What follows belongs to an exercise in optimizing a design on an open flow for small area, a short achievable clock period and few clock cycles per item; a production flow would make more cautious choices.
Power figures rest on the tool's default switching activity, not on a simulated workload.

Setup of maple:
==> flow/design.v <==
`timescale 1ns / 1ps
package stfm_pkg;
  localparam int FREQ_W   = 26;
  localparam int TIME_W   = 32;
  localparam int MODE_LSB = 3;
  localparam logic [FREQ_W-1:0] FREQ_MAX = {FREQ_W{1'b1}};
  typedef enum logic [1:0] {
    CMD_WRITE = 2'd0,
    CMD_SYNC  = 2'd1,
    CMD_RESET = 2'd2,
    CMD_NOP   = 2'd3
  } cmd_code_t;
  typedef struct packed {
    logic [1:0]        command;
    logic [7:0]        latch_data;
    logic [TIME_W-1:0] cycle_time;
  } cmd_t;
  typedef struct packed {
    logic [FREQ_W-1:0] tone_frequency;
    logic [7:0]        latch_value;
    logic [1:0]        video_mode;
  } res_t;
  typedef struct packed {
    logic done;
    logic saturated;
  } div_status_t;
endpackage
`timescale 1ns / 1ps
`timescale 1ns / 1ps
module speaker_tone_frequency_meter_top #(
  parameter int CYCLES_PER_SECOND = 3546900
) (
  input  logic            clk,
  input  logic            rst,
  input  logic            cmd_valid,
  output logic            cmd_stall,
  input  logic [1:0]      cmd_command,
  input  logic [7:0]      cmd_latch_data,
  input  logic [31:0]     cmd_cycle_time,
  output logic            res_valid,
  input  logic            res_stall,
  output logic [25:0]     res_tone_frequency,
  output logic [7:0]      res_latch_value,
  output logic [1:0]      res_video_mode
);
  localparam int FW = stfm_pkg::FREQ_W;
  localparam int TW = stfm_pkg::TIME_W;
  localparam int PW = 59;
  localparam int LW = FW + 1;
  localparam int NW = 53;
  localparam int SK = 8;
  localparam logic [NW-1:0] HALF_RATE = NW'(CYCLES_PER_SECOND / 2);
  localparam int KB = $clog2(CYCLES_PER_SECOND / 2 + 1);
  localparam logic [NW-1:0] P_LAST    = NW'((64'(CYCLES_PER_SECOND / 2) << TW) -
                                            64'(CYCLES_PER_SECOND / 2));
  logic [7:0]     latch_byte;
  logic [TW-1:0]  last_toggle_time;
  logic [PW-1:0]  prod;
  logic [TW-1:0]  gap_acc;
  logic [FW-1:0]  frequency_reg;
  logic           rv;
  logic           busy;
  logic           fix;
  logic           hold;
  logic           gcalc;
  logic           chk;
  logic           sat;
  logic [4:0]     cnt;
  logic           accept;
  logic           acc_w;
  logic           acc_s;
  logic           acc_r;
  logic           tog;
  logic           toggle;
  logic           t_nz;
  logic           back;
  logic [TW:0]    shifted;
  logic [TW:0]    add_b;
  logic           add_c;
  logic [TW+2:0]  add_w;
  logic [TW+1:0]  add_s;
  logic           ge;
  logic [TW-1:0]  rem_next;
  logic [TW+SK:0] g_or;
  logic           skip;
  logic           eligible;
  assign cmd_stall          = hold | (rv & res_stall);
  assign accept             = cmd_valid & ~cmd_stall;
  assign toggle             = cmd_latch_data[0] ^ latch_byte[0];
  assign t_nz               = (last_toggle_time != '0);
  assign back               = cmd_cycle_time < last_toggle_time;
  assign res_valid          = rv;
  assign res_tone_frequency = frequency_reg;
  assign res_latch_value    = latch_byte;
  assign res_video_mode     = latch_byte[stfm_pkg::MODE_LSB +: 2];
  assign shifted  = prod[PW-1:LW-1];
  always_comb begin
    if (gcalc) begin
      add_b = {1'b0, last_toggle_time};
      add_c = 1'b1;
    end else if (busy) begin
      add_b = ~shifted;
      add_c = 1'b0;
    end else if (fix) begin
      add_b = ~{last_toggle_time, 1'b0};
      add_c = 1'b1;
    end else begin
      add_b = {last_toggle_time, 1'b0};
      add_c = 1'b0;
    end
  end
  assign add_w    = {2'b0, gap_acc, 1'b1} + {1'b0, add_b, add_c};
  assign add_s    = add_w[TW+2:1];
  assign ge       = ~add_s[TW+1];
  assign rem_next = ge ? ~add_s[TW-1:0] : shifted[TW-1:0];
  always_comb begin
    g_or = '0;
    for (int i = TW - 1; i >= 0; i--) g_or[i] = g_or[i+1] | gap_acc[i];
  end
  assign skip     = (cnt > 5'(SK)) && g_or[SK] && ((prod[PW-1:LW] & ~g_or[TW+SK:SK+1]) == '0);
  assign eligible = t_nz && (prod[PW-1:KB] != '0);
  assign acc_w = accept && (cmd_command == 2'd0);
  assign acc_s = accept && (cmd_command == 2'd1);
  assign acc_r = accept && (cmd_command == 2'd2);
  assign tog   = acc_w && toggle;
  always_ff @(posedge clk) begin
    if (rst) begin
      latch_byte       <= '0;
      last_toggle_time <= '0;
      frequency_reg    <= '0;
      rv               <= 1'b0;
      busy             <= 1'b0;
      fix              <= 1'b0;
      hold             <= 1'b0;
      gcalc            <= 1'b0;
      chk              <= 1'b0;
      sat              <= 1'b0;
    end else begin
      if (rv && !res_stall) rv <= 1'b0;
      if (fix) begin
        fix  <= 1'b0;
        hold <= 1'b0;
      end
      if (accept) begin
        rv <= 1'b1;
      end
      if (acc_w) begin
        latch_byte <= cmd_latch_data;
      end
      if (tog) begin
        last_toggle_time <= cmd_cycle_time;
        if (t_nz && back) begin
          fix  <= 1'b1;
          hold <= 1'b1;
        end
      end
      if (acc_s) begin
        if (eligible) begin
          busy  <= 1'b1;
          hold  <= 1'b1;
          gcalc <= 1'b1;
          rv    <= 1'b0;
        end else begin
          last_toggle_time <= '0;
          frequency_reg    <= '0;
        end
      end
      if (gcalc) begin
        last_toggle_time <= '0;
        gcalc            <= 1'b0;
        chk              <= 1'b1;
      end
      if (acc_r) begin
        latch_byte       <= '0;
        last_toggle_time <= '0;
        frequency_reg    <= '0;
      end
      sat <= 1'b0;
      if (busy && !gcalc) begin
        chk <= 1'b0;
        sat <= chk && ge;
        if (chk && gap_acc == '0) begin
          frequency_reg <= '0;
          busy          <= 1'b0;
          hold          <= 1'b0;
          rv            <= 1'b1;
        end else if (sat) begin
          frequency_reg <= stfm_pkg::FREQ_MAX;
          busy          <= 1'b0;
          hold          <= 1'b0;
          rv            <= 1'b1;
        end else if (cnt == 5'd1) begin
          frequency_reg <= {prod[FW-2:0], ge};
          busy          <= 1'b0;
          hold          <= 1'b0;
          rv            <= 1'b1;
        end
      end
    end
  end
  always_ff @(posedge clk) begin
    if (tog && !t_nz) begin
      prod    <= '0;
      gap_acc <= ~cmd_cycle_time;
    end else begin
      if (tog) begin
        prod[NW-1:0] <= (prod[NW-1:0] == P_LAST) ? '0 : prod[NW-1:0] + HALF_RATE;
      end else if (busy && !gcalc) begin
        if (skip) begin
          prod <= {prod[PW-SK-1:0], SK'(0)};
        end else begin
          prod <= {rem_next, prod[LW-2:0], ge};
        end
      end
      if ((tog && back) || fix || gcalc) begin
        gap_acc <= add_s[TW-1:0];
      end
    end
    if (!busy || gcalc) begin
      cnt <= 5'(LW);
    end else if (skip) begin
      cnt <= cnt - 5'(SK);
    end else begin
      cnt <= cnt - 5'd1;
    end
  end
endmodule
clock: 8.0 ns
lec_check: 0
cap_margin: 20
core_margin: 2
core_utilization: 40
setup_slack_margin: 4.5
slew_margin: 20
run.sh (not shown) runs the stock make flow with config.mk's settings and CLKGATE_MAP_FILE= SYNTH_SCRIPT=/design/flow/synth_recipe.tcl, a recipe that flattens the netlist after the stock synthesis.
maple finished every step from synthesis to the final layout, and the layout passed the timing, design-rule and antenna checks.
For fjord, these inputs were changed with respect to maple:
--- a/flow/design.v
+++ b/flow/design.v
@@ -42,13 +42,13 @@
   output logic [25:0]     res_tone_frequency,
   output logic [7:0]      res_latch_value,
   output logic [1:0]      res_video_mode
 );
   localparam int FW = stfm_pkg::FREQ_W;
   localparam int TW = stfm_pkg::TIME_W;
-  localparam int PW = 59;
+  localparam int PW = 60;
   localparam int LW = FW + 1;
   localparam int NW = 53;
   localparam int SK = 8;
   localparam logic [NW-1:0] HALF_RATE = NW'(CYCLES_PER_SECOND / 2);
   localparam int KB = $clog2(CYCLES_PER_SECOND / 2 + 1);
   localparam logic [NW-1:0] P_LAST    = NW'((64'(CYCLES_PER_SECOND / 2) << TW) -
@@ -71,56 +71,59 @@
   logic           acc_s;
   logic           acc_r;
   logic           tog;
   logic           toggle;
   logic           t_nz;
   logic           back;
-  logic [TW:0]    shifted;
-  logic [TW:0]    add_b;
+  logic           neg;
+  logic [TW+1:0]  shifted;
+  logic [TW+1:0]  add_b;
   logic           add_c;
   logic [TW+2:0]  add_w;
   logic [TW+1:0]  add_s;
   logic           ge;
-  logic [TW-1:0]  rem_next;
+  logic [TW:0]    rem_next;
   logic [TW+SK:0] g_or;
   logic           skip;
   logic           eligible;
   assign cmd_stall          = hold | (rv & res_stall);
   assign accept             = cmd_valid & ~cmd_stall;
   assign toggle             = cmd_latch_data[0] ^ latch_byte[0];
   assign t_nz               = (last_toggle_time != '0);
   assign back               = cmd_cycle_time < last_toggle_time;
   assign res_valid          = rv;
   assign res_tone_frequency = frequency_reg;
   assign res_latch_value    = latch_byte;
   assign res_video_mode     = latch_byte[stfm_pkg::MODE_LSB +: 2];
+  assign neg      = prod[PW-1];
   assign shifted  = prod[PW-1:LW-1];
   always_comb begin
     if (gcalc) begin
-      add_b = {1'b0, last_toggle_time};
+      add_b = {2'b0, last_toggle_time};
       add_c = 1'b1;
     end else if (busy) begin
-      add_b = ~shifted;
+      add_b = shifted ^ {(TW+2){!neg}};
       add_c = 1'b0;
     end else if (fix) begin
-      add_b = ~{last_toggle_time, 1'b0};
+      add_b = ~{1'b0, last_toggle_time, 1'b0};
       add_c = 1'b1;
     end else begin
-      add_b = {last_toggle_time, 1'b0};
+      add_b = {1'b0, last_toggle_time, 1'b0};
       add_c = 1'b0;
     end
   end
-  assign add_w    = {2'b0, gap_acc, 1'b1} + {1'b0, add_b, add_c};
+  assign add_w    = {2'b0, gap_acc, 1'b1} + {add_b, add_c};
   assign add_s    = add_w[TW+2:1];
-  assign ge       = ~add_s[TW+1];
-  assign rem_next = ge ? ~add_s[TW-1:0] : shifted[TW-1:0];
+  assign rem_next = add_s[TW:0] ^ {(TW+1){!neg}};
+  assign ge       = !rem_next[TW];
   always_comb begin
     g_or = '0;
     for (int i = TW - 1; i >= 0; i--) g_or[i] = g_or[i+1] | gap_acc[i];
   end
-  assign skip     = (cnt > 5'(SK)) && g_or[SK] && ((prod[PW-1:LW] & ~g_or[TW+SK:SK+1]) == '0);
+  assign skip     = (cnt > 5'(SK)) && g_or[SK] && !neg &&
+                    ((prod[PW-2:LW] & ~g_or[TW+SK:SK+1]) == '0);
   assign eligible = t_nz && (prod[PW-1:KB] != '0);
   assign acc_w = accept && (cmd_command == 2'd0);
   assign acc_s = accept && (cmd_command == 2'd1);
   assign acc_r = accept && (cmd_command == 2'd2);
   assign tog   = acc_w && toggle;
   always_ff @(posedge clk) begin
Results
met2 demand-to-capacity share in global routing, maple and fjord, higher one = fjord. The share of the final layout cell area in sequential cells of fjord falls short of that of maple by 1.4 points. From maple to fjord the numbers moved as follows: share of the core filled with cells rose 0.60 points; clock skew increased by 0.0046 ns relative to the old numbers. The run showing the greater area added between synthesis and finish is fjord. Higher proportion of power drawn by the clock network among maple and fjord: maple. Relative to maple, total detailed-routing wirelength has gone up in fjord. fjord vs maple — global-route wire length before repair rose about 9%. Total power after layout delta (fjord − maple): unfavourable.
No functional check of the RTL was part of any run of this note.

[what the ideal ports hide]
Ports are ideal in the flow. The routed layouts listed here were re-timed in OpenROAD.
Step 1, drivers: a clkbuf_16 drives clk and a buf_2 each remaining input, both assumed.
Step 2 also shifts input and output timing later by t, the mid clock arrival at the registers, as if the neighbouring blocks saw the same clock.
Three values: ideal, step 1, step 2; two values: the first two.
| run | shift t [ns] | setup slack, ns | slew at the worst register clock pin (ns) | pins driven straight from the clock port |
|---|---|---|---|---|
| maple | 0.498 | 4.326 / 4.326 / 3.893 | 0.08 / 0.08 | 1 |
| fjord | 0.511 | 4.221 / 4.244 / 3.733 | 0.08 / 0.08 | 1 |
After both steps setup and hold are still met in every run listed. The setup slack of fjord, which loses most, moves by +0.023 ns with the drivers and by -0.488 ns with both steps.
